This is an optimization exercise on Yosys and OpenROAD, whose aim is small area, a short achievable clock period and few clock cycles per item, not a production implementation.
RTL that was checked went through simulation tests only; none was proved equivalent to the original.
No functional check of the RTL was part of run 1.
Power and IR drop assume default switching activity.

--- flow/run.sh ---
#!/bin/bash
# synth_recipe.tcl (not shown) runs the flow's synth.tcl, then flattens the netlist and writes it again
# the make line also repeats each setting of config.mk as NAME=value (left out here)
make -C /OpenROAD-flow-scripts/flow DESIGN_CONFIG=/design/flow/config.mk WORK_HOME=/design/flow/orfs CLKGATE_MAP_FILE= SYNTH_SCRIPT=/design/flow/synth_recipe.tcl finish
--- flow/constraint.sdc ---
create_clock -name core_clock -period 5.0 [get_ports {clk}]
set_input_delay 1.0000 -clock core_clock [delete_from_list [all_inputs] [get_ports {clk}]]
set_output_delay 1.0000 -clock core_clock [all_outputs]
set_load 0.01 [all_outputs]
--- flow/config.mk ---
export PLATFORM = sky130hd
export DESIGN_NAME = xoshiro256plus_with_jump_schedule
export DESIGN_NICKNAME = xoshiro256plus_with_jump_schedule
export VERILOG_FILES = /design/flow/design.v
export SDC_FILE = /design/flow/constraint.sdc
export NUM_CORES = 4
export LEC_CHECK = 0
export CAP_MARGIN = 20
export CORE_MARGIN = 2
export CORE_UTILIZATION = 40
export SLEW_MARGIN = 20
--- flow/design.v ---
module xjs_seq (
	input  logic       clk,
	input  logic       arst_n,
	input  logic       req_valid,
	input  logic       req_op,
	output logic       req_ready,
	input  logic       cfg_we,
	input  logic       cfg_wdata,
	input  logic       out_free,
	output logic       out_load,
	output logic       ctrl_load,     
	output logic       ctrl_adv,      
	output logic       ctrl_acc_clr,  
	output logic       ctrl_acc_en,   
	output logic       ctrl_commit    
);
	localparam int unsigned MaskW = 256;
	localparam int unsigned BitIdxW = 8;
	localparam logic [MaskW-1:0] SHORT_MASK = {
		64'h39abdc4529b1661c, 64'ha9582618e03fc9aa,
		64'hd5a61266f0c9392c, 64'h180ec6d33cfd0aba
	};
	localparam logic [MaskW-1:0] LONG_MASK = {
		64'h39109bb02acbe635, 64'h77710069854ee241,
		64'hc5004e441c522fb3, 64'h76e15d3efefdcbbf
	};
	localparam logic OP_RESEED = 1'b0;
	localparam logic [2:0] COUNT_LAST = 3'd5;
	localparam logic [2:0] ST_IDLE = 3'b001;
	localparam logic [2:0] ST_JUMP = 3'b010;
	localparam logic [2:0] ST_DRAW = 3'b100;
	logic [2:0]         state_q;
	logic [2:0]         state_d;
	logic               sched_on_q;
	logic [2:0]         count_q;
	logic [2:0]         count_d;
	logic [2:0]         count_inc;
	logic [BitIdxW-1:0] bit_idx_q;
	logic               long_q;
	logic               long_d;
	logic               req_acc;
	logic               want_long;
	logic               want_short;
	logic               mask_bit;
	assign req_ready  = (state_q == ST_IDLE);
	assign req_acc    = req_valid && req_ready;
	assign count_inc  = (count_q == COUNT_LAST) ? 3'd0 : count_q + 3'd1;
	assign want_long  = (count_inc == 3'd0) || (count_inc == 3'd3);
	assign want_short = (count_inc == 3'd2) || (count_inc == 3'd4);
	assign mask_bit   = long_q ? LONG_MASK[bit_idx_q] : SHORT_MASK[bit_idx_q];
	always_comb begin
		state_d      = state_q;
		count_d      = count_q;
		long_d       = long_q;
		ctrl_load    = 1'b0;
		ctrl_adv     = 1'b0;
		ctrl_acc_clr = 1'b0;
		ctrl_acc_en  = 1'b0;
		ctrl_commit  = 1'b0;
		out_load     = 1'b0;
		case (state_q)
			ST_IDLE: begin
				if (req_acc) begin
					if (req_op == OP_RESEED) begin
						ctrl_load = 1'b1;
						count_d   = 3'd0;
					end else begin
						count_d = count_inc;
						if (sched_on_q && (want_long || want_short)) begin
							long_d       = want_long;
							ctrl_acc_clr = 1'b1;
							state_d      = ST_JUMP;
						end else begin
							state_d = ST_DRAW;
						end
					end
				end
			end
			ST_JUMP: begin
				ctrl_adv    = 1'b1;
				ctrl_acc_en = mask_bit;
				if (bit_idx_q == '1) begin
					ctrl_commit = 1'b1;
					state_d     = ST_DRAW;
				end
			end
			ST_DRAW: begin
				if (out_free) begin
					ctrl_adv = 1'b1;
					out_load = 1'b1;
					state_d  = ST_IDLE;
				end
			end
			default: begin
				state_d = ST_IDLE;
			end
		endcase
	end
	always_ff @(posedge clk or negedge arst_n) begin
		if (!arst_n) begin
			state_q    <= ST_IDLE;
			count_q    <= 3'd0;
			long_q     <= 1'b0;
			bit_idx_q  <= '0;
			sched_on_q <= 1'b1;
		end else begin
			state_q <= state_d;
			count_q <= count_d;
			long_q  <= long_d;
			if (state_q == ST_JUMP) begin
				bit_idx_q <= bit_idx_q + 1'b1;
			end else begin
				bit_idx_q <= '0;
			end
			if (cfg_we) begin
				sched_on_q <= cfg_wdata;
			end
		end
	end
endmodule
module xjs_step_unit (
	input  logic        clk,
	input  logic        arst_n,
	input  logic        ctrl_load,
	input  logic        ctrl_adv,
	input  logic        ctrl_acc_clr,
	input  logic        ctrl_acc_en,
	input  logic        ctrl_commit,
	input  logic [63:0] seed,
	output logic [63:0] sum
);
	localparam logic [63:0] SEED_XOR_A = 64'hdeadbeefdeadbeef;
	localparam logic [63:0] SEED_XOR_B = 64'hfeedbeeffeedbeef;
	logic [255:0] state_q;
	logic [255:0] acc_q;
	logic [255:0] acc_next;
	logic [255:0] state_adv;
	logic [63:0]  s0, s1, s2, s3;
	logic [63:0]  t2, t3;
	assign s0 = state_q[63:0];
	assign s1 = state_q[127:64];
	assign s2 = state_q[191:128];
	assign s3 = state_q[255:192];
	assign t2 = s2 ^ s0;
	assign t3 = s3 ^ s1;
	assign state_adv[63:0]    = s0 ^ t3;
	assign state_adv[127:64]  = s1 ^ t2;
	assign state_adv[191:128] = t2 ^ {s1[46:0], 17'd0};
	assign state_adv[255:192] = {t3[18:0], t3[63:19]};
	assign sum = s0 + s3;
	always_comb begin
		acc_next = acc_q;
		if (ctrl_acc_en) begin
			acc_next = acc_q ^ state_q;
		end
	end
	always_ff @(posedge clk or negedge arst_n) begin
		if (!arst_n) begin
			state_q <= '0;
		end else if (ctrl_load) begin
			state_q <= {seed ^ SEED_XOR_B, ~seed, seed ^ SEED_XOR_A, seed};
		end else if (ctrl_commit) begin
			state_q <= acc_next;
		end else if (ctrl_adv) begin
			state_q <= state_adv;
		end
	end
	always_ff @(posedge clk) begin
		if (ctrl_acc_clr) begin
			acc_q <= '0;
		end else begin
			acc_q <= acc_next;
		end
	end
endmodule
module xoshiro256plus_with_jump_schedule
(
	input  logic        clk,
	input  logic        arst_n,
	input  logic        req_valid,
	output logic        req_ready,
	input  logic        req_op,
	input  logic [63:0] req_seed,
	output logic        rsp_valid,
	input  logic        rsp_ready,
	output logic [63:0] rsp_value,
	input  logic        cfg_we,
	input  logic        cfg_wdata
);
	logic        ctrl_load;
	logic        ctrl_adv;
	logic        ctrl_acc_clr;
	logic        ctrl_acc_en;
	logic        ctrl_commit;
	logic [63:0] sum;
	logic [63:0] value_q;
	logic        valid_q;
	logic        out_load;
	logic        out_free;
	assign out_free  = !valid_q || rsp_ready;
	assign rsp_valid = valid_q;
	assign rsp_value = value_q;
	xjs_seq u_seq (
		.clk       (clk),
		.arst_n    (arst_n),
		.req_valid (req_valid),
		.req_op    (req_op),
		.req_ready (req_ready),
		.cfg_we    (cfg_we),
		.cfg_wdata (cfg_wdata),
		.out_free  (out_free),
		.out_load  (out_load),
		.ctrl_load    (ctrl_load),
		.ctrl_adv     (ctrl_adv),
		.ctrl_acc_clr (ctrl_acc_clr),
		.ctrl_acc_en  (ctrl_acc_en),
		.ctrl_commit  (ctrl_commit)
	);
	xjs_step_unit u_step (
		.clk    (clk),
		.arst_n (arst_n),
		.ctrl_load    (ctrl_load),
		.ctrl_adv     (ctrl_adv),
		.ctrl_acc_clr (ctrl_acc_clr),
		.ctrl_acc_en  (ctrl_acc_en),
		.ctrl_commit  (ctrl_commit),
		.seed   (req_seed),
		.sum    (sum)
	);
	always_ff @(posedge clk or negedge arst_n) begin
		if (!arst_n) begin
			valid_q <= 1'b0;
		end else if (out_load) begin
			valid_q <= 1'b1;
		end else if (rsp_ready) begin
			valid_q <= 1'b0;
		end
	end
	always_ff @(posedge clk) begin
		if (out_load) begin
			value_q <= sum;
		end
	end
endmodule
==> results of run 1 <==
==> worst min path at each step <==
stage                                  from             endpoint  slack [ns]  cells after the start
final                                arst_n  u_step.state_q[181]        0.42                      1
after detailed placement  u_step.acc_q[238]    u_step.acc_q[238]        0.49                      2
after floorplan            u_seq.count_q[1]     u_seq.count_q[1]        0.47                      1
after CTS                            arst_n  u_step.state_q[181]        0.48                      1
after global placement    u_step.acc_q[211]    u_step.acc_q[211]        0.48                      2
after global routing                 arst_n  u_step.state_q[181]        0.49                      1
==> layer usage <==
layer	vias up	wire [µm]	global-route usage	share of wire
met5	-	13	0	0.00013
met3	161	5873	0.03754	0.059
li1	11960	-	-	-
met1	12540	45030	0.3374	0.45
met2	752	44360	0.3646	0.45
met4	2	3930	0.09857	0.040
==> per-stage QoR <==
stage          std cells  setup slack (ns)  utilization  hold slack [ns]  total power [mW]
3_3_place_gp        4426            0.9916       0.4345           0.4838             23.51
3_5_place_dp        4426            0.9269       0.4346           0.4903             23.62
5_1_grt             4546            0.6980       0.4640           0.4918             30.84
6_report            4548            0.8236       0.4641           0.4194             29.02
4_1_cts             4546            0.8898       0.4640           0.4831             29.03
2_1_floorplan       3453            0.5036            -           0.4710             18.96
==> registers in the layout (all words and copies together) (netlist names) <==
register and flops:
u_seq.bit_idx_q 8, u_seq.count_q 3, u_seq.long_q 1, u_seq.sched_on_q 1, u_seq.state_q 3, u_step.acc_q 256, u_step.state_q 256, valid_q 1
value_q 64
==> layout make-up <==
| class | count | area share |
|---|---|---|
| inverters | 23 | 0.002347 |
| diodes | 2 | 0.0001361 |
| clock inverters | 24 | 0.009864 |
| multi-input cells | 2578 | 0.4677 |
| flip-flops and latches | 593 | 0.3774 |
| well taps | 1050 | 0.03572 |
| repair buffers | 182 | 0.05334 |
| clock buffers | 96 | 0.05357 |
==> power breakdown <==
part           switching, mW  internal (mW)  leakage (nW)
combinational           8.19           6.04          7.03
sequential              2.19           7.32          5.79
clock                   2.08           3.21          1.14
==> cell families (layout without fill, tap and decap cells) <==
logic type | Yosys count | count (layout) | synth area share
flops | 593 | 593 | 0.4324
fa+ha+maj | 78 | 78 | 0.03064
compound gates | 934 | 934 | 0.2019
other cells | 0 | 2 | 0
mux | 22 | 22 | 0.009979
simple gates | 901 | 901 | 0.1147
buf+inv | 282 | 325 | 0.03492
xor+xnor | 643 | 643 | 0.1754
==> synth_stat cells, drive strengths merged, types with 16 or more instances <==
cell    instances
xnor2         344
o21ai         144
clkbuf        217
edfxtp         64
nor2b          16
nand2         341
nand3          25
a21oi         189
xor2          299
a21o          108
nor2          432
buf            42
o21a          185
inv            21
dfrtp         271
ha             77
a221oi        158
dfxtp         256
nand2b         22
o221ai         36
==> cells in the final DEF, fill, tap and decap left out, drive strengths merged, types with 23 or more instances in the layout <==
| cell | n |
|---|---|
| a21oi | 189 |
| a221oi | 158 |
| ha | 77 |
| clkbuf | 96 |
| edfxtp | 64 |
| a21o | 108 |
| clkdlybuf4s50 | 135 |
| inv | 23 |
| o21ai | 144 |
| dfxtp | 256 |
| xor2 | 299 |
| buf | 47 |
| nand3 | 25 |
| nor2 | 432 |
| nand2 | 341 |
| o221ai | 36 |
| dfrtp | 271 |
| xnor2 | 344 |
| o21a | 185 |
==> impl_metrics.ini, run 1 <==
[worst_setup_path]
family_with_the_most_delay_on_the_worst_path = compound AO/OA/AOI/OAI gates
worstSetupStartpoint = u_step.state_q[0]
timing_worst_setup_path_type = flip-flop to flip-flop
setup.worst_path.start_class = flip-flop
worst_path_largest_cell_delay_ns = 0.70
ff2ff_setup_slack_ns = 0.82
worstSetupPathDepth = 13
timing.critical_path.fanout_max = 5
end_kind = flip-flop
timing.critical_path.buf_inv = 1
timing.reg2reg.worst_path_depth = 13
rr_endpoint = value_q[60]
timing.critical_path.cells = ha_1, fa_1, a21o_1, a221oi_1, buf_4, or3_1, a21oi_1, a21oi_1, o41a_1, o31ai_1, a31oi_1, or4b_2, nand3_1
critical-path-slowest-cell = or4b_2
cpMostUsedCell = a21oi_1
critical_register_to_register_path_startpoint = u_step.state_q[0]
cp.arrival_ns = 4.66
worstSetupEndpoint = value_q[60]
critPathRequiredTime_ns = 5.48

[clocking]
numCtsBuffers = 67
tritoncts = built
numClockSinks = 593
clk_pin_slew_ns = 0.06
post_cts_resize_count = 0
clockBufferDepth = 3
cts_root_buf = clkbuf_16
cts.repair_timing.setup_buffer_count = 0
post_cts_hold_buffer_count = 0
clkLatencyLatePin_ns = 0.61
cts-htree-levels = 3

[synth]
post_synth.cell_area_avg_um2 = 9.296
post-synth-top-area-cell = dfrtp_1
synth_cell_type_count = 70
ys_async_sr_fraction = 0.4604
synthesis.area_mm2 = 0.03210
number_of_synthesized_flops_with_an_enable_pin = 64
ys_ff_latch = 593
post_synth_main_area_contributors = dfrtp_1, dfxtp_1, xnor2_1
yosysSeqAreaShare = 0.4324
synthFlopType = dfrtp_1
proportion_of_netlist_area_held_by_the_largest_area_contributor = 0.2113
mappedNetlistNets = 3602
netlist_instances = 3453
yosys_warnings = 3

[sta]
final.setup_skew_ns = 0.02554
worst_pin_slew_ns = 1.132
final_hold_viol_count = 0
max_freq_ghz = 0.2394
setup_viol = 0
rsz0062_at_grt = false
max_slew_violation_count = 0
timing.max_slew.rel_slack = 0.2426
fin_tns_setup_ns = 0
min_period_over_period = 0.8353
post-route-min-period_ns = 4.176

[run]
drv.max_cap_violation_count = 0

[global_route]
number_of_antenna_violations_at_the_first_check_in_global_routing = 3
overflow = 0
grt_start_max_net_pins = 150
grt_first_pass_wirelength_mm = 152.0
grt_pass1_vias = 24130
grtUsageTotal = 0.2392

[layout]
areaGrowthSynthToFinish_pct = 14.59
multi_input_comb_area_mm2 = 0.01720
final_layout_size_suffix_gt1_frac = 0.05463
fillerInstances = 7525
final_design_area_no_fill_mm2 = 0.03678
register_area_mm2 = 0.01388
finish.net_count = 3594

[route]
routed_via_density = 5.589
dr.first_iter.drc_count = 2179
drt.antenna.violating_nets = 0
remaining_drc_errors = 0
totalWireLength_mm = 99.21
post_drt_wl_per_cell_um = 21.81
firstDrtPassIters = 7
num_vias = 25420

[die]
die-area_mm2 = 0.08253
rows = 103
chipWidth_um = 287.3
core_area_mm2 = 0.07926
initial_core_util = 0.4050
die-height_um = 287.3
ioPinCount = 137

[placed_design]
port-buffer-count = 136
dp_hpwl_mm = 66.10
gpl.final_weighted_congestion = 0.9158
detailed_place.area_mm2 = 0.03445

[status]
status = timing/DRC/antenna clean

[min_path]
hold_path.class = input port to asynchronous set/reset pin

[power_and_ir_drop]
leakage_nw = 13.95
power.density_cell_area_mw_per_mm2 = 789.0
vdd_ir_drop_max_v = 0.0002813
==> run 2, diff against run 1 <==
--- a/flow/design.v
+++ b/flow/design.v
@@ -10,12 +10,14 @@
 	output logic       out_load,
 	output logic       ctrl_load,     
 	output logic       ctrl_adv,      
+	output logic       ctrl_jadv,     
 	output logic       ctrl_acc_clr,  
-	output logic       ctrl_acc_en,   
+	output logic [3:0] ctrl_acc_en,   
 	output logic       ctrl_commit    
 );
 	localparam int unsigned MaskW = 256;
 	localparam int unsigned BitIdxW = 8;
+	localparam int unsigned STEPS = 4;   
 	localparam logic [MaskW-1:0] SHORT_MASK = {
 		64'h39abdc4529b1661c, 64'ha9582618e03fc9aa,
 		64'hd5a61266f0c9392c, 64'h180ec6d33cfd0aba
@@ -41,21 +43,22 @@
 	logic               req_acc;
 	logic               want_long;
 	logic               want_short;
-	logic               mask_bit;
+	logic [STEPS-1:0]   mask_bits;
 	assign req_ready  = (state_q == ST_IDLE);
 	assign req_acc    = req_valid && req_ready;
 	assign count_inc  = (count_q == COUNT_LAST) ? 3'd0 : count_q + 3'd1;
 	assign want_long  = (count_inc == 3'd0) || (count_inc == 3'd3);
 	assign want_short = (count_inc == 3'd2) || (count_inc == 3'd4);
-	assign mask_bit   = long_q ? LONG_MASK[bit_idx_q] : SHORT_MASK[bit_idx_q];
+	assign mask_bits  = long_q ? LONG_MASK[bit_idx_q +: STEPS] : SHORT_MASK[bit_idx_q +: STEPS];
 	always_comb begin
 		state_d      = state_q;
 		count_d      = count_q;
 		long_d       = long_q;
 		ctrl_load    = 1'b0;
 		ctrl_adv     = 1'b0;
+		ctrl_jadv    = 1'b0;
 		ctrl_acc_clr = 1'b0;
-		ctrl_acc_en  = 1'b0;
+		ctrl_acc_en  = '0;
 		ctrl_commit  = 1'b0;
 		out_load     = 1'b0;
 		case (state_q)
@@ -77,9 +80,9 @@
 				end
 			end
 			ST_JUMP: begin
-				ctrl_adv    = 1'b1;
-				ctrl_acc_en = mask_bit;
-				if (bit_idx_q == '1) begin
+				ctrl_jadv   = 1'b1;
+				ctrl_acc_en = mask_bits;
+				if (bit_idx_q == BitIdxW'(MaskW - STEPS)) begin
 					ctrl_commit = 1'b1;
 					state_d     = ST_DRAW;
 				end
@@ -108,7 +111,7 @@
 			count_q <= count_d;
 			long_q  <= long_d;
 			if (state_q == ST_JUMP) begin
-				bit_idx_q <= bit_idx_q + 1'b1;
+				bit_idx_q <= bit_idx_q + BitIdxW'(STEPS);
 			end else begin
 				bit_idx_q <= '0;
 			end
@@ -123,8 +126,9 @@
 	input  logic        arst_n,
 	input  logic        ctrl_load,
 	input  logic        ctrl_adv,
+	input  logic        ctrl_jadv,
 	input  logic        ctrl_acc_clr,
-	input  logic        ctrl_acc_en,
+	input  logic [3:0]  ctrl_acc_en,
 	input  logic        ctrl_commit,
 	input  logic [63:0] seed,
 	output logic [63:0] sum
@@ -135,23 +139,30 @@
 	logic [255:0] acc_q;
 	logic [255:0] acc_next;
 	logic [255:0] state_adv;
-	logic [63:0]  s0, s1, s2, s3;
-	logic [63:0]  t2, t3;
-	assign s0 = state_q[63:0];
-	assign s1 = state_q[127:64];
-	assign s2 = state_q[191:128];
-	assign s3 = state_q[255:192];
-	assign t2 = s2 ^ s0;
-	assign t3 = s3 ^ s1;
-	assign state_adv[63:0]    = s0 ^ t3;
-	assign state_adv[127:64]  = s1 ^ t2;
-	assign state_adv[191:128] = t2 ^ {s1[46:0], 17'd0};
-	assign state_adv[255:192] = {t3[18:0], t3[63:19]};
-	assign sum = s0 + s3;
+	logic [255:0] st [5];   
+	function automatic logic [255:0] step(input logic [255:0] s);
+		logic [63:0] s0, s1, s2, s3, t2, t3;
+		s0 = s[63:0];
+		s1 = s[127:64];
+		s2 = s[191:128];
+		s3 = s[255:192];
+		t2 = s2 ^ s0;
+		t3 = s3 ^ s1;
+		step = {{t3[18:0], t3[63:19]}, t2 ^ {s1[46:0], 17'd0}, s1 ^ t2, s0 ^ t3};
+	endfunction
+	assign st[0] = state_q;
+	assign st[1] = step(st[0]);
+	assign st[2] = step(st[1]);
+	assign st[3] = step(st[2]);
+	assign st[4] = step(st[3]);
+	assign state_adv = st[1];
+	assign sum = state_q[63:0] + state_q[255:192];
 	always_comb begin
 		acc_next = acc_q;
-		if (ctrl_acc_en) begin
-			acc_next = acc_q ^ state_q;
+		for (int k = 0; k < 4; k++) begin
+			if (ctrl_acc_en[k]) begin
+				acc_next = acc_next ^ st[k];
+			end
 		end
 	end
 	always_ff @(posedge clk or negedge arst_n) begin
@@ -161,6 +172,8 @@
 			state_q <= {seed ^ SEED_XOR_B, ~seed, seed ^ SEED_XOR_A, seed};
 		end else if (ctrl_commit) begin
 			state_q <= acc_next;
+		end else if (ctrl_jadv) begin
+			state_q <= st[4];
 		end else if (ctrl_adv) begin
 			state_q <= state_adv;
 		end
@@ -189,8 +202,9 @@
 );
 	logic        ctrl_load;
 	logic        ctrl_adv;
+	logic        ctrl_jadv;
 	logic        ctrl_acc_clr;
-	logic        ctrl_acc_en;
+	logic [3:0]  ctrl_acc_en;
 	logic        ctrl_commit;
 	logic [63:0] sum;
 	logic [63:0] value_q;
@@ -212,6 +226,7 @@
 		.out_load  (out_load),
 		.ctrl_load    (ctrl_load),
 		.ctrl_adv     (ctrl_adv),
+		.ctrl_jadv    (ctrl_jadv),
 		.ctrl_acc_clr (ctrl_acc_clr),
 		.ctrl_acc_en  (ctrl_acc_en),
 		.ctrl_commit  (ctrl_commit)
@@ -221,6 +236,7 @@
 		.arst_n (arst_n),
 		.ctrl_load    (ctrl_load),
 		.ctrl_adv     (ctrl_adv),
+		.ctrl_jadv    (ctrl_jadv),
 		.ctrl_acc_clr (ctrl_acc_clr),
 		.ctrl_acc_en  (ctrl_acc_en),
 		.ctrl_commit  (ctrl_commit),
==> run 2 against run 1 <==
  * Maximum frequency down 12%
  * Critical path depth unchanged
  * Cell count up 100%
  * Global-route usage up 9.7 points
  * Synthesized cell count up 110%
  * Wire length rose to 2.6 times the previous value
  * Sequential power down 49%
  * Critical path type unchanged
==> impl_metrics.ini, run 2 <==
[power_and_ir_drop]
vdd_ir_drop_max_v = 0.0002536
power.density_cell_area_mw_per_mm2 = 173.9
leakage_nw = 23.79

[die]
ioPinCount = 137
core_area_mm2 = 0.1433
initial_core_util = 0.4020
die-area_mm2 = 0.1471
chipWidth_um = 383.5
die-height_um = 383.5
rows = 139

[clocking]
post_cts_resize_count = 0
tritoncts = built
numCtsBuffers = 77
numClockSinks = 591
clkLatencyLatePin_ns = 0.74
cts.repair_timing.setup_buffer_count = 0
cts-htree-levels = 3
clockBufferDepth = 3
post_cts_hold_buffer_count = 0
clk_pin_slew_ns = 0.06
cts_root_buf = clkbuf_16

[sta]
setup_viol = 0
timing.hold.ws_ns = 0.3607
max_slew_violation_count = 0
worst_pin_slew_ns = 1.272
min_period_over_period = 0.9439
final.setup_skew_ns = 0.04524
max_freq_ghz = 0.2119
fin_tns_setup_ns = 0
post-route-min-period_ns = 4.720
final_hold_viol_count = 0
timing.max_slew.rel_slack = 0.1462
rsz0062_at_grt = false

[synth]
synthFlopType = dfrtp_1
yosysSeqAreaShare = 0.2401
ys_async_sr_fraction = 0.4585
ys_ff_latch = 591
synth_cell_type_count = 105
proportion_of_netlist_area_held_by_the_largest_area_contributor = 0.2457
mappedNetlistNets = 7351
post-synth-top-area-cell = xnor2_1
yosys_warnings = 4
post_synth_main_area_contributors = xnor2_1, dfrtp_1, xor2_1
synth.top_cells.by_count = xnor2_1, nor2_1, xor2_1, o21ai_0, nand2_1
netlist_instances = 7215
yosys.cell_count.top_type = xnor2_1
post_synth.cell_area_avg_um2 = 7.984
synthesis.area_mm2 = 0.05760
number_of_synthesized_flops_with_an_enable_pin = 64

[route]
firstDrtPassIters = 8
dr.first_iter.drc_count = 7377
totalWireLength_mm = 256.3
post_drt_wl_per_cell_um = 28.15
routed_via_density = 6.106
num_vias = 55610
remaining_drc_errors = 0
drt.antenna.violating_nets = 0

[layout]
final_layout_size_suffix_gt1_frac = 0.07933
final_design_area_no_fill_mm2 = 0.06482
mostFrequentLayoutCell = xnor2_1
finish.net_count = 7271
areaGrowthSynthToFinish_pct = 12.53
mostFrequentLayoutCells = xnor2_1, nor2_1, xor2_1, o21ai_0, nand2_1
layoutNonFillerInstCount = 9108
biggestRegsByFlops = u_step.acc_q (256), u_step.state_q (256), value_q (64)

[min_path]
hold_path.class = input port to asynchronous set/reset pin

[worst_setup_path]
critical_register_to_register_path_startpoint = u_step.state_q[2]
worstSetupStartpoint = u_step.state_q[2]
cp.arrival_ns = 5.17
timing_worst_setup_path_type = flip-flop to flip-flop
setup.worst_path.start_class = flip-flop
timing.critical_path.fanout_max = 9
critPathRequiredTime_ns = 5.45
end_kind = flip-flop

[global_route]
grt_pass1_vias = 51610
overflow = 0
grtUsageTotal = 0.3364
grt_first_pass_wirelength_mm = 366.9
grt_start_max_net_pins = 90
number_of_antenna_violations_at_the_first_check_in_global_routing = 5

[placed_design]
detailed_place.area_mm2 = 0.06203
dpl.cell_count = 8959
dp_hpwl_mm = 178.8
gpl.final_weighted_congestion = 1.020
port-buffer-count = 136

[status]
status = timing/DRC/antenna clean

[run]
drv.max_cap_violation_count = 0
-- run 2: changes by cell type after synthesis, sizes merged, moves of 60 or more --
cell / change
xnor2: +1298
o21ai: +444
clkbuf: +181
a221oi: -69
o21a: -99
nor2: +342
buf: +183
a21o: -60
a22oi: +103
xor2: +387
nor3: +105
a21oi: +276
nand2: +181
-- run 2: path summary, 6_finish.rpt --
check                                           end  slack [ns]  cells past startpoint
worst max-delay path                    value_q[63]        0.28                     13
worst min-delay path            u_step.state_q[102]        0.36                      1
worst max register to register          value_q[63]        0.28                     13
worst min register to register     u_seq.count_q[0]        0.52                      1
max in group asynchronous          u_seq.state_q[0]        3.53                      2
min in group core_clock            u_seq.count_q[0]        0.52                      1
-- run 2: layout make-up --
cell class	instances	area [µm²]
diodes	7	17.52
fillers	14110	78490
repair buffers	464	4567
multi-input cells	5949	41070
well taps	1903	2381
clock inverters	31	462.9
clock buffers	111	2290
flip-flops and latches	591	13830
inverters	52	200.2
-- run 2: power breakdown --
part           switching (mW)  internal, mW
sequential           0.000655          4.81
combinational          0.0986        0.0554
clock                    2.55          3.75
-- run 2: cell families (layout without fill, tap and decap cells) --
family / after synthesis / in the layout / synth area share
buffers and inverters: 675 / 658 / 0.05070
other: 0 / 7 / 0
flip-flops: 591 / 591 / 0.2401
adder cells (fa/ha/maj): 65 / 65 / 0.01425
XOR/XNOR: 2339 / 2339 / 0.3638
AND/OR/NAND/NOR: 1682 / 1682 / 0.1239
multiplexers: 36 / 36 / 0.006408
AO/OA/AOI/OAI: 1827 / 1827 / 0.2009
-- run 2: critical path, cell delays in order, from the launching register on --
cell,delay (ns)
dfrtp_1,0.51
ha_1,0.50
o21ai_0,0.28
o21ai_0,0.25
and3_1,0.28
a21oi_1,0.11
buf_4,0.17
nor4b_1,0.87
o21ai_0,0.32
nand4_1,0.18
a21oi_1,0.12
o21ai_0,0.52
a21oi_1,0.17
xnor2_1,0.15
-- run 2: metal layers --
layer  vias up  track usage  part of all wire
met4         6       0.2203             0.075
met5         -            0           0.00013
met2      3550       0.4940              0.42
li1      24270            -                 -
met3       755      0.07341              0.12
met1     27030       0.4428              0.39
-- run 2: stage by stage --
step,power (mW),util,worst slack (ns)
final,11.27,0.4523,0.2803
after detailed placement,5.068,0.4328,0.4445
after floorplan,4.915,-,0.4797
after global placement,5.069,0.4328,0.5093
after CTS,11.31,0.4520,0.4265
after global routing,11.48,0.4522,0.2062
Testbench counts of run 2, summed over its fixed seeds: cycles 51,328, draws 1,160.

[re-timing with driven ports]
No port has a modelled driver above. Below, the same layouts with a new extraction and two added sets of constraints. Step 1 sets driving cells, clkbuf_16 on the clock port and buf_2 on the other inputs (assumed; they add their load-dependent delay and slew). Step 2, shift: input delay + t, output delay - t, t = (earliest + latest rising clock arrival at the registers) / 2. This alone moves slack from input paths to output paths. Slacks: no drivers / after step 1 / after step 2; pairs: no drivers / after step 1.
| run | t (ns) | setup WS [ns] | hold WS [ns] | worst slew at a driven data input, ns | cell pins on the clock port's net |
|---|---|---|---|---|---|
| run 1 | 0.659 | 0.824 / 0.824 / 0.824 | 0.419 / 0.414 / 0.504 | 0.06 | 1 |
| run 2 | 0.796 | 0.280 / 0.280 / 0.280 | 0.361 / 0.328 / 0.517 | 0.07 | 1 |
After both steps every run listed still meets setup and hold.
